Source: an optimization exercise on an open RTL-to-GDS flow (aim: small area, a short achievable clock period and few clock cycles per item). Production flows keep margins and buffers that such runs may drop.
In this exercise RTL edits were held to simulation tests only and were not proved equivalent to the original.

--- run.sh ---
#!/bin/bash
# synth_recipe.tcl (not shown) runs the flow's synth.tcl, then flattens the netlist and writes it again
# the make line also repeats each setting of config.mk as NAME=value (left out here)
make -C /OpenROAD-flow-scripts/flow DESIGN_CONFIG=/design/flow/config.mk WORK_HOME=/design/flow/orfs CLKGATE_MAP_FILE= SYNTH_SCRIPT=/design/flow/synth_recipe.tcl finish
--- config.mk ---
export PLATFORM = sky130hd
export DESIGN_NAME = variable_adjust_chain_alu
export DESIGN_NICKNAME = variable_adjust_chain_alu
export VERILOG_FILES = /design/flow/design.v
export SDC_FILE = /design/flow/constraint.sdc
export NUM_CORES = 4
export LEC_CHECK = 0
export ABC_AREA = 1
export CAP_MARGIN = 20
export CORE_MARGIN = 2
export CORE_UTILIZATION = 35
export PLACE_DENSITY = 0.5
export SETUP_SLACK_MARGIN = 2.5
export SLEW_MARGIN = 20
--- constraint.sdc ---
create_clock -name core_clock -period 7.0 [get_ports {clk}]
set_input_delay 1.4000 -clock core_clock [delete_from_list [all_inputs] [get_ports {clk}]]
set_output_delay 1.4000 -clock core_clock [all_outputs]
set_load 0.01 [all_outputs]
--- design.v ---
`timescale 1ns / 1ps
package vaca_pkg;
    localparam logic [1:0] ADJ_NONE = 2'd0;
    localparam logic [1:0] ADJ_DIV  = 2'd1;
    localparam logic [1:0] ADJ_MOD  = 2'd2;
    localparam logic [1:0] ADJ_ADD  = 2'd3;
    localparam logic [3:0] OP_ADD   = 4'd0;
    localparam logic [3:0] OP_SUB   = 4'd1;
    localparam logic [3:0] OP_SMIN  = 4'd2;
    localparam logic [3:0] OP_SMAX  = 4'd3;
    localparam logic [3:0] OP_UMIN  = 4'd4;
    localparam logic [3:0] OP_UMAX  = 4'd5;
    localparam logic [3:0] OP_SDIV  = 4'd6;
    localparam logic [3:0] OP_SMOD  = 4'd7;
    localparam logic [3:0] OP_UDIV  = 4'd8;
    localparam logic [3:0] OP_UMOD  = 4'd9;
    localparam logic [3:0] OP_MUL   = 4'd10;
    localparam logic [3:0] OP_AND   = 4'd11;
    localparam logic [3:0] OP_OR    = 4'd12;
    localparam logic [3:0] OP_XOR   = 4'd13;
    localparam logic [1:0] SZ_BYTE  = 2'd0;
    localparam logic [1:0] SZ_WORD  = 2'd1;
    localparam int S_ADD   = 0;    
    localparam int S_ALIGN = 1;    
    localparam int S_ITER  = 2;    
    localparam int S_FIX   = 3;    
    localparam int S_ALU   = 4;    
    localparam int S_SHL   = 5;    
endpackage
`timescale 1ns / 1ps
import vaca_pkg::*;
module variable_adjust_chain_alu
(
    input  logic                clk,
    input  logic                rst_n,
    input  logic                in_valid,
    output logic                in_ready,
    input  logic [173:0]        in_data_bits,
    output logic                out_valid,
    input  logic                out_ready,
    output logic [32:0]         out_data_bits
);
    logic [31:0] f_value, f_mask, f_add, f_divmod, f_start;
    logic [4:0]  f_shift;
    logic [1:0]  f_kind, f_size;
    logic [3:0]  f_op;
    logic        f_chain;
    assign {f_value, f_shift, f_mask, f_add, f_divmod, f_kind, f_op, f_size, f_chain, f_start} = in_data_bits;
    logic [5:0]  state_reg, state_next;
    logic [31:0] acc_reg;
    logic        outv_reg;
    logic [31:0] out_r_reg;
    logic        out_dz_reg;
    logic [31:0] x_reg, r_reg, d_reg;
    logic [3:0]  op_reg;
    logic [4:0]  cnt_reg;
    logic        neg_reg, wrem_reg, phase_reg, mul_reg, dz_reg, sd_reg, sgn_reg;
    logic        byte_q, word_q, kdiv_q, kmod_q, dzin_q;
    logic        div_q, sgn_q, rem_q, mul_q, max_q, csgn_q, sub_q;
    assign out_valid     = outv_reg;
    assign out_data_bits = {out_r_reg, out_dz_reg};
    logic s_idle, s_add, s_align, s_iter, s_fix, s_alu, s_shl;
    assign s_add   = state_reg[S_ADD];
    assign s_align = state_reg[S_ALIGN];
    assign s_iter  = state_reg[S_ITER];
    assign s_fix   = state_reg[S_FIX];
    assign s_alu   = state_reg[S_ALU];
    assign s_shl   = state_reg[S_SHL];
    assign s_idle  = (state_reg == 6'd0);
    function logic [31:0] sext_size(input logic [31:0] v, input logic is_byte, input logic is_word);
        logic [31:0] s;
        if (is_byte)
            s = {{24{v[7]}}, v[7:0]};
        else if (is_word)
            s = {{16{v[15]}}, v[15:0]};
        else
            s = v;
        sext_size = s;
    endfunction
    function logic [31:0] cneg(input logic [31:0] v, input logic s);
        logic [31:0] y;
        logic        seen;
        seen = 1'b0;
        for (int i = 0; i < 32; i++)
        begin
            y[i] = v[i] ^ (s & seen);
            seen = seen | v[i];
        end
        cneg = y;
    endfunction
    function logic [5:0] lzc(input logic [31:0] v);
        logic [15:0] nz1;    
        logic [15:0] z1;     
        logic [7:0]  nz2;
        logic [1:0]  z2 [8];
        logic [3:0]  nz3;
        logic [2:0]  z3 [4];
        logic [1:0]  nz4;
        logic [3:0]  z4 [2];
        logic [5:0]  r;
        for (int i = 0; i < 16; i++)
        begin
            nz1[i] = v[2*i+1] | v[2*i];
            z1[i]  = !v[2*i+1];
        end
        for (int i = 0; i < 8; i++)
        begin
            nz2[i] = nz1[2*i+1] | nz1[2*i];
            z2[i]  = nz1[2*i+1] ? {1'b0, z1[2*i+1]} : {1'b1, z1[2*i]};
        end
        for (int i = 0; i < 4; i++)
        begin
            nz3[i] = nz2[2*i+1] | nz2[2*i];
            z3[i]  = nz2[2*i+1] ? {1'b0, z2[2*i+1]} : {1'b1, z2[2*i]};
        end
        for (int i = 0; i < 2; i++)
        begin
            nz4[i] = nz3[2*i+1] | nz3[2*i];
            z4[i]  = nz3[2*i+1] ? {1'b0, z3[2*i+1]} : {1'b1, z3[2*i]};
        end
        if (nz4[1])
            r = {2'b00, z4[1]};
        else if (nz4[0])
            r = {2'b01, z4[0]};
        else
            r = 6'd32;
        lzc = r;
    endfunction
    logic [31:0] msk;
    logic        narrow, op_simple;
    logic        is_final, out_free, accept, done;
    always_comb
    begin
        narrow    = byte_q || word_q;
        msk       = {{16{!narrow}}, {8{!byte_q}}, 8'hFF};
        op_simple = !div_q && !mul_q;
    end
    assign is_final = (s_alu && op_simple) || (s_fix && phase_reg);
    assign out_free = !outv_reg || out_ready;
    assign in_ready = s_idle || (is_final && !outv_reg);
    assign accept   = in_valid && in_ready;
    assign done     = is_final && out_free;
    logic [31:0] f_dext;
    always_comb
    begin
        if (f_kind == ADJ_DIV)
            f_dext = sext_size(f_divmod, f_size == SZ_BYTE, f_size == SZ_WORD);
        else
            f_dext = f_divmod & {{16{f_size[1]}}, {8{f_size != SZ_BYTE}}, 8'hFF};
    end
    function logic [31:0] rev32(input logic [31:0] v);
        logic [31:0] r;
        for (int i = 0; i < 32; i++)
            r[i] = v[31 - i];
        rev32 = r;
    endfunction
    logic [31:0] sh_in, sh_out, in_shifted;
    logic [4:0]  sh_amt;
    logic        sh_fill;
    logic [32:0] sh_wide;
    always_comb
    begin
        if (s_shl)
        begin
            sh_in   = rev32(d_reg);
            sh_fill = 1'b0;
            sh_amt  = cnt_reg;
        end
        else
        begin
            sh_in   = f_value;
            sh_fill = f_value[31];
            sh_amt  = f_shift;
        end
        sh_wide    = $signed({sh_fill, sh_in}) >>> sh_amt;
        sh_out     = sh_wide[31:0];
        in_shifted = sh_out;
    end
    logic [31:0] a_val, b_val, a_op, b_op;
    logic        a_top, b_top;
    always_comb
    begin
        a_val = acc_reg & msk;
        b_val = x_reg & msk;
        a_op  = csgn_q ? sext_size(a_val, byte_q, word_q) : a_val;
        b_op  = csgn_q ? sext_size(b_val, byte_q, word_q) : b_val;
        a_top = csgn_q & a_op[31];
        b_top = csgn_q & b_op[31];
    end
    logic [32:0] aux_sum;
    assign aux_sum = {a_top, a_op} + ({b_top, b_op} ^ {33{sub_q}}) + {32'd0, sub_q && !max_q};
    logic        pick_a;
    logic [31:0] alu_res;
    always_comb
    begin
        pick_a = aux_sum[32] ^ max_q;
        case (op_reg)
            OP_ADD, OP_SUB:                     alu_res = aux_sum[31:0];
            OP_SMIN, OP_SMAX, OP_UMIN, OP_UMAX: alu_res = pick_a ? a_val : b_val;
            OP_AND:                             alu_res = a_val & b_val;
            OP_OR:                              alu_res = a_val | b_val;
            OP_XOR:                             alu_res = a_val ^ b_val;
            default:                            alu_res = b_val;
        endcase
    end
    logic [31:0] ng_in, ng_out, dext;
    logic        ng_s, nx_s, nd_s;
    always_comb
    begin
        dext = kdiv_q ? sext_size(d_reg, byte_q, word_q) : (d_reg & msk);
        nx_s = sgn_reg && x_reg[31];
        nd_s = s_alu ? b_top : (kdiv_q && dext[31]);
        if (s_add)
        begin
            ng_in = dext;
            ng_s  = nd_s;
        end
        else if (s_alu)
        begin
            ng_in = b_op;
            ng_s  = nd_s;
        end
        else if (s_fix)
        begin
            ng_in = wrem_reg ? r_reg : x_reg;
            ng_s  = neg_reg;
        end
        else
        begin
            ng_in = x_reg;
            ng_s  = nx_s;
        end
        ng_out = cneg(ng_in, ng_s);
    end
    logic [5:0]  lz_p, lz_n, lz_d, lz_x, k_full;
    logic        no_iter, d_zero, d_one, nx_neg;
    always_comb
    begin
        lz_p    = lzc(x_reg);
        lz_n    = lzc(~x_reg);
        lz_d    = lzc(d_reg);
        lz_x    = nx_s ? (lz_n - 6'd1) : lz_p;
        no_iter = (lz_x > lz_d);
        k_full  = lz_d - lz_x;
        d_zero  = (d_reg == 32'd0);
        d_one   = (d_reg == 32'd1);
        nx_neg  = wrem_reg ? nx_s : (nx_s ^ sd_reg);
    end
    logic [31:0] m_add;
    logic [32:0] m_sum;
    logic        ge;
    always_comb
    begin
        m_add = mul_reg ? (x_reg & {32{d_reg[0] || s_add}}) : ~d_reg;
        m_sum = {1'b0, r_reg} + {1'b0, m_add} + {32'd0, !mul_reg};
        ge    = m_sum[32];
    end
    logic        b_zero;
    assign b_zero = (b_val == 32'd0);
    logic        take, iter_end;
    assign take     = accept;
    assign iter_end = mul_reg ? (d_reg[31:1] == 31'd0) : (cnt_reg == 5'd0);
    always_comb
    begin
        state_next = '0;
        if (s_idle || done)
        begin
            state_next[S_ADD] = take && (f_kind != ADJ_NONE);
            state_next[S_ALU] = take && (f_kind == ADJ_NONE);
        end
        else if (s_add)
        begin
            state_next[S_ALIGN] = (kdiv_q || kmod_q) && !dzin_q;
            state_next[S_ALU]   = !(kdiv_q || kmod_q) || dzin_q;
        end
        else if (s_align)
        begin
            state_next[S_FIX]  = d_zero || ((no_iter || d_one) && phase_reg)
                                 || (d_one && !phase_reg && !wrem_reg && nx_neg);
            state_next[S_ALU]  = !d_zero && !phase_reg && ((no_iter && !d_one) || (d_one && (wrem_reg || !nx_neg)));
            state_next[S_SHL]  = !d_zero && !no_iter && !d_one;
        end
        else if (s_shl)
        begin
            state_next[S_ITER] = 1'b1;
        end
        else if (s_iter)
        begin
            state_next[S_ITER] = !iter_end;
            state_next[S_ALU]  = iter_end && !phase_reg && !wrem_reg && !neg_reg;
            state_next[S_FIX]  = iter_end && (phase_reg || wrem_reg || neg_reg);
        end
        else if (s_fix)
        begin
            state_next[S_ALU] = !phase_reg;
            state_next[S_FIX] = phase_reg;
        end
        else
        begin
            state_next[S_ITER]  = mul_q;
            state_next[S_FIX]   = div_q && b_zero;
            state_next[S_ALIGN] = div_q && !b_zero;
            state_next[S_ALU]   = op_simple;
        end
    end
    always_ff @(posedge clk or negedge rst_n)
    begin
        if (!rst_n)
            state_reg <= '0;
        else
            state_reg <= state_next;
    end
    logic [31:0] res_val;
    assign res_val = (s_fix ? ng_out : alu_res) & msk;
    always_ff @(posedge clk or negedge rst_n)
    begin
        if (!rst_n)
        begin
            acc_reg  <= 32'd0;
            outv_reg <= 1'b0;
        end
        else
        begin
            if (accept && f_chain)
                acc_reg <= f_start;
            else if (done)
                acc_reg <= res_val;
            if (done)
                outv_reg <= 1'b1;
            else if (out_ready)
                outv_reg <= 1'b0;
        end
    end
    always_ff @(posedge clk)
    begin
        if (done)
        begin
            out_r_reg  <= res_val;
            out_dz_reg <= dz_reg;
        end
    end
    always_ff @(posedge clk)
    begin
        if (in_ready)
        begin
            x_reg    <= in_shifted & f_mask;
            r_reg    <= sext_size(f_add, f_size == SZ_BYTE, f_size == SZ_WORD);
            d_reg    <= f_divmod;
            dzin_q   <= (f_dext == 32'd0);
            op_reg   <= f_op;
            byte_q   <= (f_size == SZ_BYTE);
            word_q   <= (f_size == SZ_WORD);
            kdiv_q   <= (f_kind == ADJ_DIV);
            kmod_q   <= (f_kind == ADJ_MOD);
            div_q    <= (f_op == OP_SDIV) || (f_op == OP_SMOD) || (f_op == OP_UDIV) || (f_op == OP_UMOD);
            sgn_q    <= (f_op == OP_SDIV) || (f_op == OP_SMOD);
            rem_q    <= (f_op == OP_SMOD) || (f_op == OP_UMOD);
            mul_q    <= (f_op == OP_MUL);
            max_q    <= (f_op == OP_SMAX) || (f_op == OP_UMAX);
            csgn_q   <= (f_op == OP_SMIN) || (f_op == OP_SMAX) || (f_op == OP_SDIV) || (f_op == OP_SMOD);
            sub_q    <= (f_op != OP_ADD);
            mul_reg  <= 1'b1;      
            dz_reg   <= 1'b0;
        end
        else
        begin
            if (s_add)
            begin
                x_reg     <= m_sum[31:0];
                if ((kdiv_q || kmod_q) && dzin_q)
                begin
                    x_reg  <= 32'd0;
                    dz_reg <= 1'b1;
                end
                d_reg     <= ng_out;
                sd_reg    <= nd_s;
                sgn_reg   <= kdiv_q || narrow;
                wrem_reg  <= kmod_q;
                phase_reg <= 1'b0;
                mul_reg   <= 1'b0;
            end
            if (s_align)
            begin
                if (!wrem_reg || phase_reg)
                    x_reg <= 32'd0;
                cnt_reg <= k_full[4:0];
                if (d_zero)
                begin
                    dz_reg  <= 1'b1;
                    r_reg   <= 32'd0;
                    neg_reg <= 1'b0;
                end
                else
                begin
                    r_reg   <= ng_out;
                    neg_reg <= nx_neg;
                    if (d_one)
                    begin
                        r_reg <= 32'd0;
                        x_reg <= wrem_reg ? 32'd0 : ng_out;
                    end
                end
            end
            if (s_shl)
                d_reg <= rev32(sh_out);
            if (s_iter)
            begin
                d_reg   <= {1'b0, d_reg[31:1]};
                cnt_reg <= cnt_reg - 5'd1;
                if (mul_reg)
                begin
                    r_reg <= m_sum[31:0];
                    x_reg <= {x_reg[30:0], 1'b0};
                end
                else
                begin
                    if (ge)
                        r_reg <= m_sum[31:0];
                    x_reg <= {x_reg[30:0], ge};
                end
            end
            if (s_fix && !phase_reg)
                x_reg <= ng_out;
            if (s_alu && !op_simple)
            begin
                phase_reg <= 1'b1;
                mul_reg   <= mul_q;
                wrem_reg  <= rem_q || mul_q;
                sgn_reg   <= sgn_q;
                sd_reg    <= nd_s;
                x_reg     <= a_op;
                d_reg     <= ng_out;
                if (mul_q)
                begin
                    r_reg   <= 32'd0;
                    neg_reg <= 1'b0;
                end
                else if (b_zero)
                begin
                    dz_reg  <= 1'b1;
                    r_reg   <= 32'd0;
                    x_reg   <= 32'd0;
                    neg_reg <= 1'b0;
                end
            end
        end
    end
endmodule
==> qor.yml, run 1 <==
floorplan:
  start_util_pct: 35.3
  dieArea_um2: 66900
  coreArea_um2: 64200
  die_w_um: 259
  dieHeight_um: 259
  num_rows: 93
  pin_count: 213
cts:
  cts_hold_buf: 0
  cts_buffers: 17
  clockRootBuffer: "clkbuf_16"
  clkLatencyLatePin_ns: 0.54
  cts_tree: "done"
  h-tree-depth: 4
  cts.sinks: 196
  cts_buffer_depth: 2
  clk_pin_slew_ns: 0.09
sta:
  finalSetupViolCount: 0
  min_period_ns: 4.44
  maxSlewViolCount: 0
  skew_ns: 0.0271
  finalSetupTns_ns: 0
  worstMarginPinSlew_ns: 1.07
  grt_setup_unrepaired: "yes"
  hold_viol_final: 0
  slew_headroom_pct: 28.4
  fin_ws_ns: 2.56
  timing.fmax_mhz: 225
  post-route-period-util_pct: 63.4
synth:
  synth.largest_area_cell: "nand2_1"
  synthCells: 3594
  synth_cell_types: 69
  synth_nets: 3915
  async_flop_share_pct: 19.9
  synth_common_cells: "nand2_1, o21ai_0, inv_1"
  ys_warn_count: 10
  netlist.area_leader.share_pct: 12.5
  synth_edf_count: 91
  ys_seq_elements: 196
  synth_area_leaders: "nand2_1, edfxtp_1, o21ai_0"
  yosysSeqAreaShare_pct: 22.2
  avgSynthCellArea_um2: 6.31
  syn_area_um2: 22700
  synth.most_common_cell: "nand2_1"
  ys.flop_type: "edfxtp_1"
setup_path:
  cp_slowest_cell: "dfxtp_2"
  start_kind: "register"
  crit_fanout: 7
  worst_ep_required_time_ns: 7.40
  rrSetupSlack_ns: 2.56
  cp-end-kind: "register"
  crit_chain: "inv_1, nor2_4, inv_2, nand3_4, clkinvlp_4, buf_12, a21oi_4, xor2_1, ha_1, a21oi_2, o21a_1, a21oi_2, a2111oi_4, nand2_1, nand2_4, nand2_8, clkbuf_16, o21ai_2, a21oi_2, a2111oi_2, o22ai_1, nand2_1, o211ai_1"
  cpPeakStageDelay_ns: 0.49
  crit_type: "reg2reg"
  critPathArrivalTime_ns: 4.84
  critPathMostFrequentCell: "a21oi_2"
routing:
  vias: 27700
  drt-total-wl_um: 132000
  wl_per_cell_um: 28.3
  postRouteAntennaNets: 0
  viasPerCell: 5.95
  drt_iter0_markers: 3694
  dr.pass1.iters: 9
  post-route-drc-count: 0
final_layout:
  areaGrowthSynthToFinish_pct: 24.6
  drive_gt1_share_pct: 12.0
  final_nets: 4108
  finalNonFillerCells: 4656
worst_hold_path:
  hold_path.class: "reg2reg"
placed_design:
  place_inst: 4524
  place_ws_ns: 1.23
  io_buffers: 212
  place_hpwl_um: 103000
  place_congestion: 1.02
grt:
  grt_overflow_total: 0
  grt_pass1_wl_um: 183000
  antenna_found_initial: 8
  grt_usage_pct: 37.9
  grt_pass1_vias: 25400
  grt_max_degree: 67
status:
  status: "complete, no violations"
flow_run:
  max_cap_viol_count: 0
-- logic make-up after synthesis --
logic type	share of synthesized area (%)
and+or+nand+nor	23.2
AOI/OAI and AO/OA	31.1
buffers and inverters	11.4
DFF	22.2
adders and majority gates	8.05
xor gates and xnor gates	3.89
muxes	0.176
-- per-stage QoR --
stage | hold WS (ns) | utilization (%) | cell area [um2]
finish | 0.468 | 44.0 | 28300
global route | 0.473 | 44.0 | 28300
CTS | 0.471 | 41.8 | 26800
detailed placement | 0.450 | 40.0 | 25700
global placement | 0.443 | 40.0 | 25700
floorplan | 0.410 | - | 22800
-- worst max-delay path, delay by kind of cell, from the launching register on --
family,cells,cell delay [ns]
and+or+nand+nor,6,0.73
xor gates and xnor gates,1,0.16
AOI/OAI and AO/OA,10,1.73
adders and majority gates,1,0.30
buffers and inverters,5,0.87
DFF,1,0.49
-- placed cells by master (no fill, tap or decap), types with 18 or more instances in the layout --
cell type / n
clkdlybuf4s50_1: 211
a21oi_2: 25
o211ai_1: 116
dfrtp_1: 35
nor3_1: 28
o221ai_1: 18
nor2_2: 23
o21ai_2: 26
clkbuf_16: 22
nand2_1: 733
xnor2_1: 21
dfxtp_1: 52
nand3_1: 158
buf_4: 136
nand2_2: 20
a211oi_1: 18
o21ai_1: 38
inv_1: 433
a31oi_1: 18
nor2_1: 203
edfxtp_1: 91
ha_1: 135
o22ai_1: 63
o21ai_0: 435
a22oi_1: 26
xor2_1: 62
a21oi_1: 334
-- layout make-up --
type | instances | area (um2)
tap | 855 | 1070
multi-input combinational | 2730 | 16100
timing repair buffer | 375 | 3630
timing repair inverter | 1 | 5.00
inverter | 466 | 1810
antenna | 1 | 2.50
clock inverter | 12 | 118
sequential | 196 | 5060
clock buffer | 20 | 447
fill | 6994 | 36000
-- final timing paths --
check,start,end,cells past startpoint
worst max-delay path,x_reg[15],acc_reg[3],23
worst min-delay path,dz_reg,out_dz_reg,0
worst max register to register,x_reg[15],acc_reg[3],23
worst min register to register,dz_reg,out_dz_reg,0
max in group asynchronous,rst_n,state_reg[3],2
min in group asynchronous,rst_n,acc_reg[7],2
-- layer usage --
layer | part of all wire, % | global-route usage, %
met2 | 41 | 54.6
met1 | 43 | 53.6
met5 | 0.030 | 0
met4 | 5.2 | 17.9
met3 | 10 | 7.89
-- repair_timing --
action / in CTS / in global routing
cloned: 2 / 8
endpoints found under the setup margin: 134 / 143
endpoints found under the hold margin: 0 / 0
pin swaps: 12 / 78
buffers inserted: 23 / 66
resized for setup: 88 / 217
Testbench counts, summed over its fixed seeds: cycles 24,490, items 3,200.
==> run 2, diff against run 1 <==
--- a/config.mk
+++ b/config.mk
@@ -11,3 +11,4 @@
 export CORE_UTILIZATION = 35
-export PLACE_DENSITY = 0.5
+export GPL_ROUTABILITY_DRIVEN = 0
+export PLACE_DENSITY = 0.6
 export SETUP_SLACK_MARGIN = 2.5
==> run 2 against run 1 <==
Compared with the run above:
- wire length fell by 11%
- first-iteration DRC count rose by 35%
- flip-flop and latch count unchanged
- cell count down 0.56%
- design area down 0.36%
- synthesized cell count did not move
- clock skew fell by 0.0030 ns
==> qor.yml, run 2 <==
grt:
  grt_pass1_vias: 24600
  grt_overflow_total: 0
  antenna_found_initial: 5
  grt_max_degree: 73
  grt_pass1_wl_um: 164000
  grt_usage_pct: 33.0
floorplan:
  start_util_pct: 35.3
  coreArea_um2: 64200
  num_rows: 93
  dieHeight_um: 259
  pin_count: 213
  dieArea_um2: 66900
  die_w_um: 259
sta:
  finalSetupTns_ns: 0
  post-route-period-util_pct: 64.8
  grt_setup_unrepaired: "yes"
  skew_ns: 0.0241
  hold_viol_final: 0
  worstMarginPinSlew_ns: 1.08
  maxSlewViolCount: 0
  timing.fmax_mhz: 220
  fin_ws_ns: 2.46
  finalSetupViolCount: 0
  slew_headroom_pct: 27.6
  min_period_ns: 4.54
setup_path:
  reg2reg_from: "byte_q"
  worst_ep_required_time_ns: 7.48
  crit_type: "reg2reg"
  start_kind: "register"
  critPathArrivalTime_ns: 5.02
  crit_fanout: 35
  critPathMostFrequentCell: "nand2_1"
  cp-end-kind: "register"
  r2r-end: "x_reg[19]"
  crit_chain: "nor2_2, buf_6, inv_4, nand2_4, buf_8, clkinvlp_4, nand3_4, clkinvlp_4, buf_12, a21oi_4, buf_4, nand3_1, nand2_1, buf_4, nand2_1, xnor2_1, inv_1, o221ai_1, o211ai_1, nand2_1"
  cp_slowest_cell: "xnor2_1"
  cpPeakStageDelay_ns: 0.54
  rrSetupSlack_ns: 2.46
  rr_worst_depth: 20
routing:
  viasPerCell: 6.08
  vias: 28100
  postRouteAntennaNets: 0
  drt_iter0_markers: 4974
  post-route-drc-count: 0
  drt-total-wl_um: 117000
  wl_per_cell_um: 25.2
  dr.pass1.iters: 9
placed_design:
  place_ws_ns: 1.28
  place_hpwl_um: 87700
  io_buffers: 212
  dpl_cell_area_um2: 25500
worst_hold_path:
  min_path_cells: 0
  worstHoldStart: "dz_reg"
  hold_path.class: "reg2reg"
  min_to: "out_dz_reg"
cts:
  clk_pin_slew_ns: 0.09
  cts_buffers: 17
  cts_buffer_depth: 2
  cts.sinks: 196
  clockRootBuffer: "clkbuf_16"
  h-tree-depth: 4
  clkLatencyLatePin_ns: 0.54
  cts_tree: "done"
synth:
  async_flop_share_pct: 19.9
  synthCells: 3594
  ys_warn_count: 10
  synth.largest_area_cell: "nand2_1"
  syn_area_um2: 22700
  avgSynthCellArea_um2: 6.31
  synth_cell_types: 69
  synth_edf_count: 91
  synth.most_common_cell: "nand2_1"
  synth_nets: 3915
  netlist.area_leader.share_pct: 12.5
  ys.flop_type: "edfxtp_1"
  yosysSeqAreaShare_pct: 22.2
  synth_area_leaders: "nand2_1, edfxtp_1, o21ai_0"
  ys_seq_elements: 196
  synth_common_cells: "nand2_1, o21ai_0, inv_1"
flow_run:
  max_cap_viol_count: 0
final_layout:
  areaGrowthSynthToFinish_pct: 24.2
  final_nets: 4081
  final_area_um2: 28200
  drive_gt1_share_pct: 11.2
  final_common_cell: "nand2_1"
  mostFrequentLayoutCells: "nand2_1, o21ai_0, inv_1"
status:
  status: "complete, no violations"
run 2: layout make-up:
class                   instances  area (um2)
diodes                          2        5.00
clock buffers                  17         425
clock inverters                15         214
fillers                      6712       36100
inverters                     466        1830
multi-input cells            2733       16200
flip-flops and latches        196        5050
well taps                     855        1070
repair buffers                342        3360
repair inverters                4        41.3
run 2: how the worst max path moves through the flow:
stage                            start           to  cells after the start
after floorplan           state_reg[0]    r_reg[23]                     31
after global placement          word_q  acc_reg[28]                     28
after detailed placement        word_q  acc_reg[28]                     28
after CTS                     wrem_reg    r_reg[28]                     25
after global routing            byte_q  acc_reg[24]                     28
final                           byte_q    x_reg[19]                     20
run 2: logic make-up (layout without fill, tap and decap cells):
kind of cell | after synthesis | after routing | share of synthesized area, %
AOI/OAI and AO/OA | 1226 | 1226 | 31.1
muxes | 4 | 4 | 0.176
DFF | 196 | 196 | 22.2
xor gates and xnor gates | 100 | 100 | 3.89
and+or+nand+nor | 1254 | 1260 | 23.2
adders and majority gates | 143 | 143 | 8.05
other | 0 | 2 | 0
buffers and inverters | 671 | 844 | 11.4
run 2: worst max-delay path, delay by kind of cell, from the launching register on:
kind	cells	cell delay, ns
buf+inv	9	1.72
xor+xnor	1	0.54
simple gates	7	0.99
compound gates	3	0.75
flops	1	0.44
run 2: what timing repair did:
item / in CTS / in global routing
setup endpoints to repair: 158 / 143
pin swaps: 19 / 64
setup buffers: 26 / 53
resized for setup: 81 / 205
gates cloned: 4 / 11
hold buffers: 0 / 0
run 2: per-layer routing:
metal | vias up | global-route usage [%] | wire [um]
met5 | - | 0 | 19
met4 | 4 | 17.5 | 8470
met3 | 413 | 11.5 | 17400
met2 | 2274 | 45.6 | 45700
met1 | 12800 | 44.8 | 45300
li1 | 12700 | - | -
run 2: metrics by stage:
stage               cells  hold slack [ns]  utilization [%]
detailed placement   4501            0.453             39.7
floorplan            3594            0.410                -
CTS                  4563            0.473             41.6
global route         4629            0.482             43.9
global placement     4501            0.441             39.7
finish               4630            0.471             43.9
==> run 3, diff against run 2 <==
--- a/config.mk
+++ b/config.mk
@@ -7,3 +7,2 @@
 export LEC_CHECK = 0
-export ABC_AREA = 1
 export CAP_MARGIN = 20
@@ -11,3 +10,2 @@
 export CORE_UTILIZATION = 35
-export GPL_ROUTABILITY_DRIVEN = 0
 export PLACE_DENSITY = 0.6
==> run 3 against run 2 <==
Compared with the run above:
- non-clock buffer count is 113 higher
- register-to-register slack worse by 0.13 ns
- worst setup slack worse by 0.13 ns
- wire length is 17% higher
- clock-buffer cell count stayed put
==> qor.yml, run 3 <==
status:
  status: "complete, no violations"
synth:
  synthCells: 3192
  avgSynthCellArea_um2: 7.49
  synth.largest_area_cell: "edfxtp_1"
  yosysSeqAreaShare_pct: 21.1
  ys.flop_type: "edfxtp_1"
  synth.most_common_cell: "nand2_1"
  netlist.area_leader.share_pct: 11.4
  ys_warn_count: 10
  synth_area_leaders: "edfxtp_1, ha_1, a21oi_1"
  syn_area_um2: 23900
  synth_edf_count: 91
  ys_seq_elements: 196
  synth_nets: 3513
  synth_common_cells: "nand2_1, nor2_1, a21oi_1"
  synth_cell_types: 105
  async_flop_share_pct: 19.9
cts:
  clk_pin_slew_ns: 0.09
  cts_buffers: 17
  cts.sinks: 196
  cts_hold_buf: 0
  h-tree-depth: 4
  clockRootBuffer: "clkbuf_16"
  cts_buffer_depth: 2
  clkLatencyLatePin_ns: 0.54
  cts_tree: "done"
sta:
  finalSetupViolCount: 0
  worstMarginPinSlew_ns: 1.19
  slew_headroom_pct: 20.1
  min_period_ns: 4.67
  fin_ws_ns: 2.33
  post-route-period-util_pct: 66.7
  hold_viol_final: 0
  grt_setup_unrepaired: "yes"
  timing.fmax_mhz: 214
  maxSlewViolCount: 0
  finalSetupTns_ns: 0
  skew_ns: 0.0233
routing:
  wl_per_cell_um: 31.8
  post-route-drc-count: 0
  postRouteAntennaNets: 0
  viasPerCell: 6.74
  drt_iter0_markers: 4624
  dr.pass1.iters: 7
  vias: 28900
  drt-total-wl_um: 136000
setup_path:
  worst_ep_required_time_ns: 7.46
  crit_fanout: 6
  crit_type: "reg2reg"
  critPathArrivalTime_ns: 5.13
  start_kind: "register"
  cp-end-kind: "register"
floorplan:
  pin_count: 213
  coreArea_um2: 67400
  dieArea_um2: 70400
  start_util_pct: 35.5
  die_w_um: 265
  dieHeight_um: 265
  num_rows: 95
placed_design:
  place_congestion: 1.05
  place_inst: 4116
  dpl_cell_area_um2: 26900
  place_hpwl_um: 101000
  place_ws_ns: 1.17
  io_buffers: 212
grt:
  grt_max_degree: 52
  grt_overflow_total: 0
  grt_pass1_wl_um: 191000
  grt_pass1_vias: 26300
  antenna_found_initial: 6
  grt_usage_pct: 37.3
worst_hold_path:
  hold_path.class: "reg2reg"
final_layout:
  final_nets: 3721
  finalNonFillerCells: 4292
  areaGrowthSynthToFinish_pct: 25.6
  final_common_cell: "nand2_1"
  final_area_um2: 30000
  fin_util_pct: 44.5
  fillCellCount: 6837
  mostFrequentLayoutCells: "nand2_1, nor2_1, a21oi_1"
  drive_gt1_share_pct: 17.3
flow_run:
  max_cap_viol_count: 0
## run 3: cell count changes after synthesis, sizes merged, moves of 35 or more
cell    change
xnor2      +46
a211oi     +53
o211ai     -77
mux2i      +95
and3       +41
nand3      -66
a21o       +38
a21oi      -94
nand2b     +35
nand2     -428
o21ai     -241
inv       -341
clkbuf     +45
nor2       +47
## run 3: cell type report
class	count	area, um2	share of cell area [%]
sequential	196	5070	16.9
clock buffer	17	425	1.42
timing repair buffer	455	4300	14.3
inverter	118	455	1.52
multi-input combinational	2612	18500	61.7
clock inverter	15	140	0.467
tap	873	1090	3.64
antenna	6	15.0	0.0500
## run 3: kinds of logic after synthesis
| family | after synthesis | share of synthesized area [%] |
|---|---|---|
| AO/OA/AOI/OAI | 1147 | 32.1 |
| AND/OR/NAND/NOR | 1044 | 20.5 |
| buffers and inverters | 387 | 6.40 |
| flip-flops | 196 | 21.1 |
| multiplexers | 153 | 7.73 |
| adder cells (fa/ha/maj) | 143 | 7.65 |
| XOR/XNOR | 122 | 4.58 |
## run 3: stage by stage
step / hold WS, ns
2_1_floorplan: 0.410
3_3_place_gp: 0.552
3_5_place_dp: 0.557
4_1_cts: 0.579
5_1_grt: 0.620
6_report: 0.584
## run 3: per-layer routing
| layer | vias up | wire [um] | track usage (%) |
|---|---|---|---|
| met5 | - | 49 | 0 |
| met4 | 8 | 10100 | 23.1 |
| met3 | 420 | 18500 | 11.7 |
| met2 | 2221 | 54300 | 51.5 |
| met1 | 13800 | 53500 | 50.1 |
| li1 | 12400 | - | - |
## run 3: final timing paths
| check | depth (start not counted) | from | slack (ns) | end |
|---|---|---|---|---|
| max | 20 | byte_q | 2.33 | acc_reg[21] |
| min | 2 | acc_reg[10] | 0.58 | acc_reg[10] |
| max reg2reg | 20 | byte_q | 2.33 | acc_reg[21] |
| min reg2reg | 2 | acc_reg[10] | 0.58 | acc_reg[10] |
| max in group asynchronous | 2 | rst_n | 5.45 | state_reg[3] |
| min in group asynchronous | 2 | rst_n | 1.00 | acc_reg[4] |
## run 3: critical path, cell delays in order, from the launching register on
cell and delay, ns:
edfxtp_1 0.43, buf_6 0.16, buf_12 0.12, nand4b_1 0.25, nand2_4 0.23, buf_12 0.17
nor2_1 0.07, xnor2_2 0.15, ha_4 0.34, nand4_1 0.14, or4b_4 0.56, o32a_4 0.33
a31oi_4 0.26, buf_6 0.15, xor2_4 0.19, buf_12 0.14, buf_12 0.13, mux2i_4 0.22
a221oi_2 0.08, or3_1 0.33, a21oi_1 0.14
## run 3: repair_timing
| action | in CTS | in global routing |
|---|---|---|
| gates cloned | 5 | 1 |
| setup buffers | 85 | 46 |
| pin swaps | 46 | 77 |
| resized for setup | 162 | 158 |
| endpoints found under the setup margin | 136 | 133 |
==> run 4, diff against run 3 <==
--- a/config.mk
+++ b/config.mk
@@ -7,2 +7,3 @@
 export LEC_CHECK = 0
+export ABC_AREA = 1
 export CAP_MARGIN = 20
@@ -11,3 +12,3 @@
 export PLACE_DENSITY = 0.6
-export SETUP_SLACK_MARGIN = 2.5
+export SETUP_SLACK_MARGIN = 2.7
 export SLEW_MARGIN = 20
==> run 4 against run 3 <==
Compared with the run above:
- critical path depth is 7 higher
- design area is 2.2% lower
- core utilization is 1.2 points higher
- via count is 1.4% lower
- first-iteration DRC count is 9.8% lower
- still clean on timing, DRC and antenna
- highest routed layer unchanged
- non-clock buffer count is 48 lower
==> qor.yml, run 4 <==
routing:
  dr.pass1.iters: 7
  postRouteAntennaNets: 0
  drt-total-wl_um: 128000
  post-route-drc-count: 0
  drt_iter0_markers: 4170
  vias: 28500
  wl_per_cell_um: 27.3
  viasPerCell: 6.06
floorplan:
  dieHeight_um: 259
  dieArea_um2: 66900
  coreArea_um2: 64200
  die_w_um: 259
  start_util_pct: 35.3
  pin_count: 213
  num_rows: 93
placed_design:
  place_hpwl_um: 96800
  place_congestion: 1.06
  dpl_cell_area_um2: 25600
  io_buffers: 212
  place_inst: 4513
sta:
  skew_ns: 0.0244
  finalSetupViolCount: 0
  maxSlewViolCount: 0
  hold_viol_final: 0
  finalSetupTns_ns: 0
  grt_setup_unrepaired: "yes"
  worstMarginPinSlew_ns: 1.12
  timing.fmax_mhz: 223
  post-route-period-util_pct: 64.1
  min_period_ns: 4.49
  slew_headroom_pct: 25.2
synth:
  synth_nets: 3915
  netlist.area_leader.share_pct: 12.5
  ys_warn_count: 10
  synth.largest_area_cell: "nand2_1"
  synth_common_cells: "nand2_1, o21ai_0, inv_1"
  ys.flop_type: "edfxtp_1"
  synth_area_leaders: "nand2_1, edfxtp_1, o21ai_0"
  ys_seq_elements: 196
  syn_area_um2: 22700
  synth_cell_types: 69
  avgSynthCellArea_um2: 6.31
  synthCells: 3594
  async_flop_share_pct: 19.9
  synth_edf_count: 91
  yosysSeqAreaShare_pct: 22.2
  synth.most_common_cell: "nand2_1"
setup_path:
  start_kind: "register"
  cp_num_buf_inv: 9
  cpPeakStageDelay_ns: 0.45
  critPathArrivalTime_ns: 4.77
  cpLargestDelayFamily: "compound AO/OA/AOI/OAI gates"
  crit_fanout: 8
  cp_slowest_cell: "edfxtp_1"
  worst_ep_required_time_ns: 7.28
  crit_type: "reg2reg"
  cp-end-kind: "register"
grt:
  grt_pass1_wl_um: 176000
  grt_usage_pct: 36.1
  grt_overflow_total: 0
  grt_max_degree: 66
  grt_pass1_vias: 25100
  antenna_found_initial: 3
final_layout:
  final_nets: 4152
  areaGrowthSynthToFinish_pct: 29.4
  finalNonFillerCells: 4702
  drive_gt1_share_pct: 15.1
  mostFrequentLayoutCells: "nand2_1, inv_1, o21ai_0"
  final_area_um2: 29400
  final_common_cell: "nand2_1"
  fillCellCount: 6727
cts:
  cts_hold_buf: 0
  cts_tree: "done"
  clockRootBuffer: "clkbuf_16"
  cts.sinks: 196
  cts_buffers: 17
  cts_buffer_depth: 2
  clk_pin_slew_ns: 0.10
  h-tree-depth: 4
  clkLatencyLatePin_ns: 0.54
status:
  status: "complete, no violations"
flow_run:
  max_cap_viol_count: 0
worst_hold_path:
  hold_path.class: "reg2reg"
==> run 4: stage by stage <==
stage               hold WS [ns]  setup slack, ns  utilization (%)
finish                     0.456             2.51             45.7
global route               0.476             2.39             45.7
floorplan                  0.410             2.47                -
CTS                        0.461             2.64             42.4
detailed placement         0.440             1.22             39.9
global placement           0.438             1.31             39.9
==> run 4: worst paths after layout <==
kind / startpoint / end / slack, ns / depth (start not counted)
min in group asynchronous: rst_n / acc_reg[0] / 0.89 / 1
max in group asynchronous: rst_n / state_reg[5] / 5.66 / 1
max: word_q / out_r_reg[26] / 2.51 / 27
max reg2reg: word_q / out_r_reg[26] / 2.51 / 27
min: dz_reg / out_dz_reg / 0.46 / 0
min reg2reg: dz_reg / out_dz_reg / 0.46 / 0
==> run 4: what timing repair did <==
| item | 4_1_cts | 5_1_grt |
|---|---|---|
| pin swaps | 28 | 140 |
| endpoints found under the hold margin | 0 | 0 |
| gates resized for setup | 160 | 291 |
| cloned | 7 | 15 |
| buffers inserted | 44 | 88 |
| endpoints found under the setup margin | 151 | 152 |
==> run 4: cell type report <==
class | count | area (um2) | area share, %
Sequential cell | 196 | 5090 | 17.3
Antenna cell | 3 | 7.51 | 0.0256
Clock inverter | 14 | 119 | 0.405
Multi-Input combinational cell | 2735 | 16700 | 56.9
Tap cell | 855 | 1070 | 3.64
Timing Repair inverter | 8 | 81.3 | 0.277
Clock buffer | 18 | 429 | 1.46
Timing Repair Buffer | 407 | 4020 | 13.7
Inverter | 466 | 1830 | 6.22
==> run 4: cell families (layout without fill, tap and decap cells) <==
group	Yosys count	after routing	share of synthesized area (%)
adder cells (fa/ha/maj)	143	143	8.05
multiplexers	4	4	0.176
buffers and inverters	671	913	11.4
AO/OA/AOI/OAI	1226	1226	31.1
flip-flops	196	196	22.2
other	0	3	0
XOR/XNOR	100	100	3.89
AND/OR/NAND/NOR	1254	1262	23.2
==> run 4: routing by layer <==
layer  routed length [um]  vias up  GRT usage, %
met1                52200    13400          49.9
met2                51800     1997          50.7
met3                15600      330          9.31
met5                   17        -             0
met4                 8640        2          19.9
li1                     -    12800             -
==> run 5, diff against run 4 <==
--- a/design.v
+++ b/design.v
@@ -235,3 +235,3 @@
     logic [5:0]  lz_p, lz_n, lz_d, lz_x, k_full;
-    logic        no_iter, d_zero, d_one, nx_neg;
+    logic        no_iter, d_zero, d_one, nx_neg, k_zero;
     always_comb
@@ -244,2 +244,3 @@
         k_full  = lz_d - lz_x;
+        k_zero  = (lz_d == lz_x);
         d_zero  = (d_reg == 32'd0);
@@ -280,3 +281,4 @@
             state_next[S_ALU]  = !d_zero && !phase_reg && ((no_iter && !d_one) || (d_one && (wrem_reg || !nx_neg)));
-            state_next[S_SHL]  = !d_zero && !no_iter && !d_one;
+            state_next[S_SHL]  = !d_zero && !no_iter && !d_one && !k_zero;
+            state_next[S_ITER] = !d_zero && !no_iter && !d_one && k_zero;
         end
--- a/config.mk
+++ b/config.mk
@@ -10,5 +10,5 @@
 export CORE_MARGIN = 2
-export CORE_UTILIZATION = 35
+export CORE_UTILIZATION = 40
 export PLACE_DENSITY = 0.6
-export SETUP_SLACK_MARGIN = 2.7
+export SETUP_SLACK_MARGIN = 2.5
 export SLEW_MARGIN = 20
==> run 5 against run 4 <==
Compared with the run above:
- cell count is 3.8% lower
- first-iteration DRC count is 9.2% lower
- global-route usage is 1.3 points higher
- wire length is 13% lower
- worst setup slack worse by 0.091 ns
- core utilization is 5.0 points higher
- sequential share of layout area is 0.68 points higher
- critical endpoint is now x_reg[6]
==> qor.yml, run 5 <==
cts:
  cts_buffers: 17
  cts_buffer_depth: 2
  clkLatencyLatePin_ns: 0.52
  cts.sinks: 196
  h-tree-depth: 4
  clk_pin_slew_ns: 0.09
  clockRootBuffer: "clkbuf_16"
  cts_tree: "done"
sta:
  finalSetupViolCount: 0
  skew_ns: 0.0231
  min_period_ns: 4.58
  timing.fmax_mhz: 218
  fin_ws_ns: 2.42
  worstMarginPinSlew_ns: 1.11
  post-route-period-util_pct: 65.4
  hold_viol_final: 0
  maxSlewViolCount: 0
  grt_setup_unrepaired: "yes"
  finalSetupTns_ns: 0
  slew_headroom_pct: 25.8
floorplan:
  die_w_um: 241
  start_util_pct: 40.6
  num_rows: 86
  coreArea_um2: 55300
  dieArea_um2: 58100
  pin_count: 213
  dieHeight_um: 241
placed_design:
  place_hpwl_um: 84400
  place_ws_ns: 1.28
  place_congestion: 1.05
  io_buffers: 212
  place_inst: 4378
routing:
  postRouteAntennaNets: 0
  post-route-drc-count: 0
  vias: 27700
  drt-total-wl_um: 112000
  wl_per_cell_um: 24.8
  drt_iter0_markers: 3786
  dr.pass1.iters: 7
  viasPerCell: 6.12
setup_path:
  worst_ep_required_time_ns: 7.34
  start_kind: "register"
  critPathArrivalTime_ns: 4.92
  crit_type: "reg2reg"
  cp-end-kind: "register"
  crit_fanout: 10
synth:
  ys_warn_count: 10
  synth_common_cells: "nand2_1, o21ai_0, inv_1"
  avgSynthCellArea_um2: 6.32
  synth.most_common_cell: "nand2_1"
  synth.largest_area_cell: "nand2_1"
  yosysSeqAreaShare_pct: 22.4
  synth_edf_count: 91
  ys.flop_type: "edfxtp_1"
  async_flop_share_pct: 19.9
  netlist.area_leader.share_pct: 12.4
  synth_nets: 3879
  synth_cell_types: 68
  synthCells: 3558
  ys_seq_elements: 196
  syn_area_um2: 22500
  synth_area_leaders: "nand2_1, edfxtp_1, o21ai_0"
flow_run:
  max_cap_viol_count: 0
grt:
  use_met3_pct: 8.22
  grt_pass1_vias: 24700
  grt_pass1_wl_um: 161000
  grt_use_met1_pct: 51.5
  grt_overflow_total: 0
  grt_max_degree: 67
  grt_use_met2_pct: 55.3
  antenna_found_initial: 6
  grt-busiest-layer: "met2"
  grt_usage_pct: 37.4
final_layout:
  final_nets: 4079
  areaGrowthSynthToFinish_pct: 24.7
  final_common_cell: "nand2_1"
  drive_gt1_share_pct: 11.3
  mostFrequentLayoutCells: "nand2_1, o21ai_0, inv_1"
  finalNonFillerCells: 4525
  fillCellCount: 5809
status:
  status: "complete, no violations"
worst_hold_path:
  hold_path.class: "reg2reg"
==> run 5: cell count changes after synthesis, moves of 8 or more <==
cell / previous run / this run
clkbuf_1: 165 / 176
inv_1: 448 / 421
nand2_1: 753 / 744
nand3_1: 167 / 140
nand4_1: 13 / 23
nor2_1: 227 / 256
o21ai_0: 474 / 454
o21ai_1: 25 / 38
o22ai_1: 63 / 55
==> run 5: critical path, cell delays in order, from the launching register on <==
cell and delay (ns):
dfxtp_1 0.44, nor2_1 0.30, nand3_1 0.28, nor4_1 0.48, inv_1 0.11, a21oi_1 0.14, o21ai_0 0.34, or2_2 0.49
o21ai_1 0.63, clkinv_2 0.44, o211ai_1 0.46, o21ai_2 0.27
==> run 5: worst paths after layout <==
kind / start / to / slack [ns] / depth (start not counted)
max: x_reg[6] / x_reg[6] / 2.42 / 11
min: acc_reg[25] / acc_reg[25] / 0.51 / 2
max reg2reg: x_reg[6] / x_reg[6] / 2.42 / 11
min reg2reg: acc_reg[25] / acc_reg[25] / 0.51 / 2
max in group asynchronous: rst_n / acc_reg[0] / 5.67 / 1
min in group asynchronous: rst_n / acc_reg[9] / 0.89 / 1
==> run 5: cell families (layout without fill, tap and decap cells) <==
logic type	after synthesis	count (layout)	share of synthesized area [%]
AOI/OAI and AO/OA	1205	1205	30.8
xor gates and xnor gates	104	106	4.12
adders and majority gates	143	143	8.13
buffers and inverters	641	852	10.8
DFF	196	196	22.4
muxes	2	2	0.0891
other	0	6	0
and+or+nand+nor	1267	1267	23.7
==> run 5: repair_timing <==
item | in CTS | in global routing
resized for setup | 84 | 208
buffers inserted | 33 | 64
setup endpoints to repair | 144 | 137
gates cloned | 6 | 6
hold buffers | 0 | 0
pin swaps | 13 | 71
==> run 5: area by class of cell <==
| class | instances | area (um2) | area share, % |
|---|---|---|---|
| Multi-Input combinational cell | 2723 | 15900 | 56.9 |
| Clock buffer | 17 | 425 | 1.52 |
| Sequential cell | 196 | 5050 | 18.0 |
| Timing Repair Buffer | 376 | 3730 | 13.3 |
| Clock inverter | 15 | 190 | 0.679 |
| Inverter | 441 | 1700 | 6.08 |
| Timing Repair inverter | 3 | 36.3 | 0.129 |
| Tap cell | 748 | 936 | 3.34 |
| Antenna cell | 6 | 15.0 | 0.0536 |
==> run 5: layer usage <==
metal,part of all wire [%],vias up
li1,-,12600
met1,41,12800
met2,42,1909
met3,12,309
met4,5.6,0
met5,0,-
==> run 5: metrics by stage <==
step	cell area (um2)	hold WS [ns]	util, %
4_1_cts	26600	0.515	48.1
3_3_place_gp	25300	0.487	45.7
3_5_place_dp	25300	0.488	45.7
2_1_floorplan	22500	0.408	-
6_report	28000	0.511	50.7
5_1_grt	28000	0.536	50.7
Testbench counts of run 5, summed over its fixed seeds: cycles 24,282, items 3,200.
==> run 6, diff against run 5 <==
--- a/config.mk
+++ b/config.mk
@@ -10,3 +10,3 @@
 export CORE_MARGIN = 2
-export CORE_UTILIZATION = 40
+export CORE_UTILIZATION = 35
 export PLACE_DENSITY = 0.6
==> run 6 against run 5 <==
Compared with the run above:
- core utilization is 6.8 points lower
- critical endpoint is now x_reg[7]
- largest cell class unchanged
- highest routed layer unchanged
==> qor.yml, run 6 <==
synth:
  synth_xor_area_share_pct: 4.12
  yosys.area_share.adder_pct: 8.13
  synth.most_common_cell: "nand2_1"
  synth_common_cells: "nand2_1, o21ai_0, inv_1"
  muxShareOfSynthArea_pct: 0.0891
  yosys.area_share.simple_pct: 23.7
  synth_compound_area_share_pct: 30.8
  avgSynthCellArea_um2: 6.32
  ys_warn_count: 10
  synth_area_leaders: "nand2_1, edfxtp_1, o21ai_0"
  async_flop_share_pct: 19.9
  synth_nets: 3879
  yosysSeqAreaShare_pct: 22.4
  ys_seq_elements: 196
  synth_top_family_by_area: "compound AO/OA/AOI/OAI gates"
  synth_edf_count: 91
  syn_area_um2: 22500
  netlist.area_leader.share_pct: 12.4
  synth_cell_types: 68
  synthCells: 3558
  ys.flop_type: "edfxtp_1"
  synth.largest_area_cell: "nand2_1"
sta:
  timing.fmax_mhz: 219
  finalSetupTns_ns: 0
  maxSlewViolCount: 0
  post-route-period-util_pct: 65.3
  grt_setup_unrepaired: "yes"
  finalSetupViolCount: 0
  hold_viol_final: 0
  worstMarginPinSlew_ns: 1.06
  skew_ns: 0.0221
  slew_headroom_pct: 28.7
  min_period_ns: 4.57
final_layout:
  final_nets: 4048
  finalNonFillerCells: 4591
  final_common_cell: "nand2_1"
  multiInputGateArea_um2: 15800
  fillCellCount: 6722
  drive_gt1_share_pct: 10.8
  seq_area_um2: 5050
  mostFrequentLayoutCells: "nand2_1, o21ai_0, inv_1"
  areaGrowthSynthToFinish_pct: 23.7
setup_path:
  reg2reg_from: "byte_q"
  rrSetupSlack_ns: 2.43
  crit_type: "reg2reg"
  crit_fanout: 12
  crit_start: "byte_q"
  worst_ep_required_time_ns: 7.32
  start_kind: "register"
  critPathArrivalTime_ns: 4.89
  cp-end-kind: "register"
  rr_worst_depth: 19
  r2r-end: "x_reg[7]"
cts:
  clkLatencyLatePin_ns: 0.53
  clk_pin_slew_ns: 0.09
  clockRootBuffer: "clkbuf_16"
  cts.sinks: 196
  cts_tree: "done"
  cts_buffers: 17
  cts_buffer_depth: 2
  h-tree-depth: 4
status:
  status: "complete, no violations"
placed_design:
  place_congestion: 1.06
  io_buffers: 212
  place_inst: 4475
  place_hpwl_um: 86700
grt:
  grt_usage_pct: 33.4
  grt_max_degree: 83
  grt_overflow_total: 0
  antenna_found_initial: 5
  grt_pass1_wl_um: 166000
  grt_pass1_vias: 25200
routing:
  post-route-drc-count: 0
  vias: 27500
  wl_per_cell_um: 25.5
  dr.pass1.iters: 7
  drt_iter0_markers: 3770
  postRouteAntennaNets: 0
  viasPerCell: 6.00
  drt-total-wl_um: 117000
floorplan:
  start_util_pct: 35.5
  dieArea_um2: 66300
  coreArea_um2: 63300
  die_w_um: 257
  dieHeight_um: 257
  pin_count: 213
  num_rows: 92
worst_hold_path:
  worstHoldStart: "acc_reg[26]"
  hold_path.class: "reg2reg"
  min_to: "acc_reg[26]"
  min_path_cells: 2
flow_run:
  max_cap_viol_count: 0
## run 6: metrics by stage
step	setup WS, ns	hold WS (ns)	util (%)	cell area [um2]
after global placement	1.25	0.491	40.1	25400
final	2.43	0.519	43.9	27800
after CTS	2.47	0.519	41.7	26400
after detailed placement	1.38	0.496	40.1	25400
after global routing	2.42	0.552	43.9	27800
after floorplan	2.50	0.408	-	22500
## run 6: what timing repair did
item,in CTS,in global routing
setup endpoints to repair,142,127
pin swaps,6,45
cloned,3,9
buffers inserted,12,55
gates resized for setup,71,207
hold buffers,0,0
## run 6: final cells by class
cell class / instances / share of cell area, %
Multi-Input combinational cell: 2721 / 57.0
Sequential cell: 196 / 18.2
Clock buffer: 18 / 1.54
Clock inverter: 14 / 0.594
Tap cell: 846 / 3.81
Inverter: 441 / 6.19
Timing Repair inverter: 1 / 0.0585
Timing Repair Buffer: 349 / 12.6
Antenna cell: 5 / 0.0450
## run 6: cell families after synthesis
kind of cell / after synthesis
AOI/OAI and AO/OA: 1205
buffers and inverters: 641
xor gates and xnor gates: 104
and+or+nand+nor: 1267
DFF: 196
adders and majority gates: 143
muxes: 2
## run 6: how the worst max path moves through the flow
stage / endpoint / slack [ns]
after floorplan: r_reg[24] / 2.50
after global placement: x_reg[7] / 1.25
after detailed placement: x_reg[7] / 1.38
after CTS: r_reg[0] / 2.47
after global routing: acc_reg[10] / 2.42
final: x_reg[7] / 2.43
## run 6: critical path, stage by stage (launching register included)
cell	delay, ns
edfxtp_1	0.49
nor2_4	0.32
nor2_4	0.10
o211ai_1	0.11
buf_4	0.17
buf_4	0.18
o21ai_1	0.17
nor2_2	0.29
nand2_1	0.07
o21ai_0	0.25
nand2_1	0.14
o21ai_2	0.16
inv_4	0.16
nor2_1	0.20
xor2_2	0.42
o21ai_0	0.14
o211ai_1	0.18
inv_1	0.07
o221ai_2	0.38
o21ai_1	0.34
## run 6: metal layers
| layer | track usage (%) | share of wire (%) | vias to the layer above |
|---|---|---|---|
| li1 | - | - | 12500 |
| met1 | 45.2 | 40 | 12700 |
| met2 | 48.4 | 41 | 1864 |
| met3 | 8.47 | 12 | 389 |
| met4 | 17.8 | 6.3 | 0 |
| met5 | 0 | 0 | - |
==> run 7, diff against run 6 <==
--- a/design.v
+++ b/design.v
@@ -143,2 +143,3 @@
     logic [31:0] f_dext;
+    logic        f_ds;
     always_comb
@@ -149,2 +150,3 @@
             f_dext = f_divmod & {{16{f_size[1]}}, {8{f_size != SZ_BYTE}}, 8'hFF};
+        f_ds = (f_kind == ADJ_DIV) && f_dext[31];
     end
@@ -205,3 +207,3 @@
     end
-    logic [31:0] ng_in, ng_out, dext;
+    logic [31:0] ng_in, ng_out;
     logic        ng_s, nx_s, nd_s;
@@ -209,11 +211,5 @@
     begin
-        dext = kdiv_q ? sext_size(d_reg, byte_q, word_q) : (d_reg & msk);
         nx_s = sgn_reg && x_reg[31];
-        nd_s = s_alu ? b_top : (kdiv_q && dext[31]);
-        if (s_add)
-        begin
-            ng_in = dext;
-            ng_s  = nd_s;
-        end
-        else if (s_alu)
+        nd_s = b_top;
+        if (s_alu)
         begin
@@ -235,3 +231,3 @@
     logic [5:0]  lz_p, lz_n, lz_d, lz_x, k_full;
-    logic        no_iter, d_zero, d_one, nx_neg, k_zero;
+    logic        no_iter, d_zero, d_one, nx_neg;
     always_comb
@@ -244,3 +240,2 @@
         k_full  = lz_d - lz_x;
-        k_zero  = (lz_d == lz_x);
         d_zero  = (d_reg == 32'd0);
@@ -281,4 +276,3 @@
             state_next[S_ALU]  = !d_zero && !phase_reg && ((no_iter && !d_one) || (d_one && (wrem_reg || !nx_neg)));
-            state_next[S_SHL]  = !d_zero && !no_iter && !d_one && !k_zero;
-            state_next[S_ITER] = !d_zero && !no_iter && !d_one && k_zero;
+            state_next[S_SHL]  = !d_zero && !no_iter && !d_one;
         end
@@ -349,3 +343,4 @@
             r_reg    <= sext_size(f_add, f_size == SZ_BYTE, f_size == SZ_WORD);
-            d_reg    <= f_divmod;
+            d_reg    <= cneg(f_dext, f_ds);
+            sd_reg   <= f_ds;
             dzin_q   <= (f_dext == 32'd0);
@@ -376,4 +371,2 @@
                 end
-                d_reg     <= ng_out;
-                sd_reg    <= nd_s;
                 sgn_reg   <= kdiv_q || narrow;
==> run 7 against run 6 <==
Compared with the run above:
- still clean on timing, DRC and antenna
- non-clock buffer count is 38 higher
- via count is 1.4% lower
- design area is 2.0% higher
- clock skew hardly changed
- clock-buffer cell count is 1 higher
- register-to-register slack better by 0.15 ns
- critical path depth is 7 higher
- largest cell class unchanged
==> qor.yml, run 7 <==
status:
  status: "complete, no violations"
sta:
  skew_ns: 0.0217
  finalSetupViolCount: 0
  fin_ws_ns: 2.58
  worstMarginPinSlew_ns: 1.03
  grt_setup_unrepaired: "yes"
  timing.fmax_mhz: 226
  min_period_ns: 4.42
  hold_viol_final: 0
  holdWs_ns: 0.523
  finalSetupTns_ns: 0
  slew_headroom_pct: 31.1
  post-route-period-util_pct: 63.2
  maxSlewViolCount: 0
final_layout:
  mostFrequentLayoutCells: "nand2_1, o21ai_0, inv_1"
  areaGrowthSynthToFinish_pct: 24.8
  fillCellCount: 6858
  final_nets: 4134
  drive_gt1_share_pct: 12.2
  final_common_cell: "nand2_1"
  finalNonFillerCells: 4680
  diodes: 0
synth:
  netlist.area_leader.share_pct: 12.2
  synthCells: 3610
  synth.most_common_cell: "nand2_1"
  synth_cell_types: 58
  synth_nets: 3931
  synth.largest_area_cell: "nand2_1"
  synth_area_leaders: "nand2_1, edfxtp_1, o21ai_0"
  yosysSeqAreaShare_pct: 22.1
  ys_warn_count: 10
  ys.flop_type: "edfxtp_1"
  ys_seq_elements: 196
  async_flop_share_pct: 19.9
  syn_area_um2: 22700
  synth_common_cells: "nand2_1, o21ai_0, inv_1"
  synth_edf_count: 91
  avgSynthCellArea_um2: 6.30
routing:
  wl_met2_um: 46800
  met1_length_um: 45900
  viasPerCell: 5.80
  postRouteAntennaNets: 0
  post-route-drc-count: 0
  vias: 27200
  met3_length_um: 10700
  dr.pass1.iters: 8
  drt-total-wl_um: 109000
  wl_per_cell_um: 23.2
  drt_iter0_markers: 3633
  top_layer_used: "met5"
placed_design:
  place_inst: 4543
  place_congestion: 0.997
  place_ws_ns: 1.51
  place_hpwl_um: 83800
  io_buffers: 212
grt:
  grt_pass1_vias: 23900
  grt_max_degree: 62
  antenna_found_initial: 2
  grt_pass1_wl_um: 156000
  grt_overflow_total: 0
  grt_usage_pct: 31.0
worst_hold_path:
  hold_path.class: "reg2reg"
cts:
  cts.sinks: 196
  h-tree-depth: 4
  cts_tree: "done"
  cts_buffers: 17
  clk_pin_slew_ns: 0.08
  clockRootBuffer: "clkbuf_16"
  clkLatencyLatePin_ns: 0.53
  cts_buffer_depth: 2
floorplan:
  num_rows: 93
  die_w_um: 259
  dieArea_um2: 67000
  dieHeight_um: 259
  start_util_pct: 35.3
  coreArea_um2: 64300
  pin_count: 213
setup_path:
  start_kind: "register"
  cpLargestDelayFamily: "compound AO/OA/AOI/OAI gates"
  cp_slowest_cell: "edfxtp_1"
  worst_ep_required_time_ns: 7.39
  cp-end-kind: "register"
  cpPeakStageDelay_ns: 0.54
  critPathArrivalTime_ns: 4.81
  crit_fanout: 14
  cp_num_buf_inv: 7
  rrSetupSlack_ns: 2.58
  critPathMostFrequentCell: "buf_12"
  crit_type: "reg2reg"
flow_run:
  max_cap_viol_count: 0
## run 7: through the flow
stage | util (%) | instance area (um2)
2_1_floorplan | - | 22700
3_3_place_gp | 39.9 | 25700
3_5_place_dp | 40.0 | 25700
4_1_cts | 42.1 | 27100
5_1_grt | 44.1 | 28400
6_report | 44.1 | 28400
## run 7: per-layer routing
| layer | GRT usage, % | vias to the layer above |
|---|---|---|
| met5 | 0 | - |
| met4 | 14.3 | 2 |
| met3 | 5.87 | 221 |
| met2 | 46.3 | 1563 |
| met1 | 43.1 | 12600 |
| li1 | - | 12800 |
## run 7: worst register-to-register path: stages (launching register included)
cell and delay (ns):
edfxtp_1 0.54, buf_12 0.21, nor2_2 0.11, buf_6 0.13, nor2_1 0.05, buf_6 0.16, nand2_8 0.10, clkinvlp_4 0.15
buf_12 0.16, nor2_4 0.10, xnor2_1 0.08, ha_1 0.36, a21oi_1 0.16, inv_1 0.09, a31oi_4 0.17, o21ai_2 0.09
a31oi_4 0.19, nand3b_1 0.20, nand2_4 0.21, buf_12 0.16, nand2_1 0.05, o211ai_1 0.09, o2111ai_1 0.15, a221oi_1 0.24
o21ai_1 0.14, nand2_1 0.10, nand3_1 0.09
## run 7: kinds of logic after synthesis
group	after synthesis	synth area share (%)
AO/OA/AOI/OAI	1221	31.0
XOR/XNOR	108	4.16
adder cells (fa/ha/maj)	143	8.04
buffers and inverters	684	11.4
flip-flops	196	22.1
multiplexers	6	0.264
AND/OR/NAND/NOR	1252	23.0
## run 7: worst paths after layout
check	from	endpoint	cells past startpoint
setup / recovery	byte_q	acc_reg[1]	26
max in group asynchronous	rst_n	state_reg[3]	1
hold reg to reg	acc_reg[30]	acc_reg[30]	2
hold / removal	acc_reg[30]	acc_reg[30]	2
setup reg to reg	byte_q	acc_reg[1]	26
min in group asynchronous	rst_n	acc_reg[23]	1
## run 7: area by class of cell
type                    instances  area [um2]  area share [%]
multi-input cells            2730       16100            56.7
inverters                     481        1840            6.49
well taps                     855        1070            3.77
repair buffers                387        3700            13.1
flip-flops and latches        196        5040            17.8
clock buffers                  19         433            1.53
clock inverters                12         179           0.631
## run 7: repair_timing
action                     CTS  global route
gates cloned                 3             4
resized for setup          130           202
hold buffers                 0             0
setup endpoints to repair  149           142
pin swaps                   20            62
setup buffers               34            65
Testbench counts of run 7, summed over its fixed seeds: cycles 24,490, items 3,200.

==> separate check: timing with driven ports <==
How much do the figures lean on ideal ports? The routed layouts below were timed once more, with nothing changed but the port constraints. Step 1 (the two cells are an assumption about what drives the block):
set clk [get_ports {clk}]
set_driving_cell -lib_cell sky130_fd_sc_hd__clkbuf_16 $clk
set_driving_cell -lib_cell sky130_fd_sc_hd__buf_2 [delete_from_list [all_inputs] $clk]
Step 2, shift: input delay + t, output delay - t, t = (earliest + latest rising clock arrival at the registers) / 2. This alone moves slack from input paths to output paths. a / b / c = ideal / step 1 / step 2; a / b = the first two.
| run | t (ns) | setup slack, ns | hold slack, ns | latest minus earliest clock arrival (ns) |
|---|---|---|---|---|
| run 1 | 0.595 | 2.560 / 2.555 / 2.157 | 0.468 / 0.468 / 0.468 | 0.027 / 0.027 |
| run 2 | 0.598 | 2.463 / 2.463 / 2.066 | 0.471 / 0.471 / 0.471 | 0.024 / 0.024 |
| run 3 | 0.593 | 2.333 / 2.333 / 1.976 | 0.584 / 0.584 / 0.584 | 0.023 / 0.023 |
| run 4 | 0.598 | 2.511 / 2.511 / 2.291 | 0.456 / 0.456 / 0.456 | 0.024 / 0.024 |
| run 5 | 0.570 | 2.420 / 2.420 / 2.223 | 0.511 / 0.511 / 0.511 | 0.023 / 0.023 |
| run 6 | 0.577 | 2.428 / 2.428 / 2.246 | 0.519 / 0.519 / 0.519 | 0.023 / 0.022 |
| run 7 | 0.582 | 2.578 / 2.578 / 2.118 | 0.523 / 0.523 / 0.523 | 0.021 / 0.022 |
After both steps setup and hold are still met in every run listed. For run 7, which loses most, drivers alone change the setup slack by 0.000 ns; drivers and shift together by -0.460 ns.
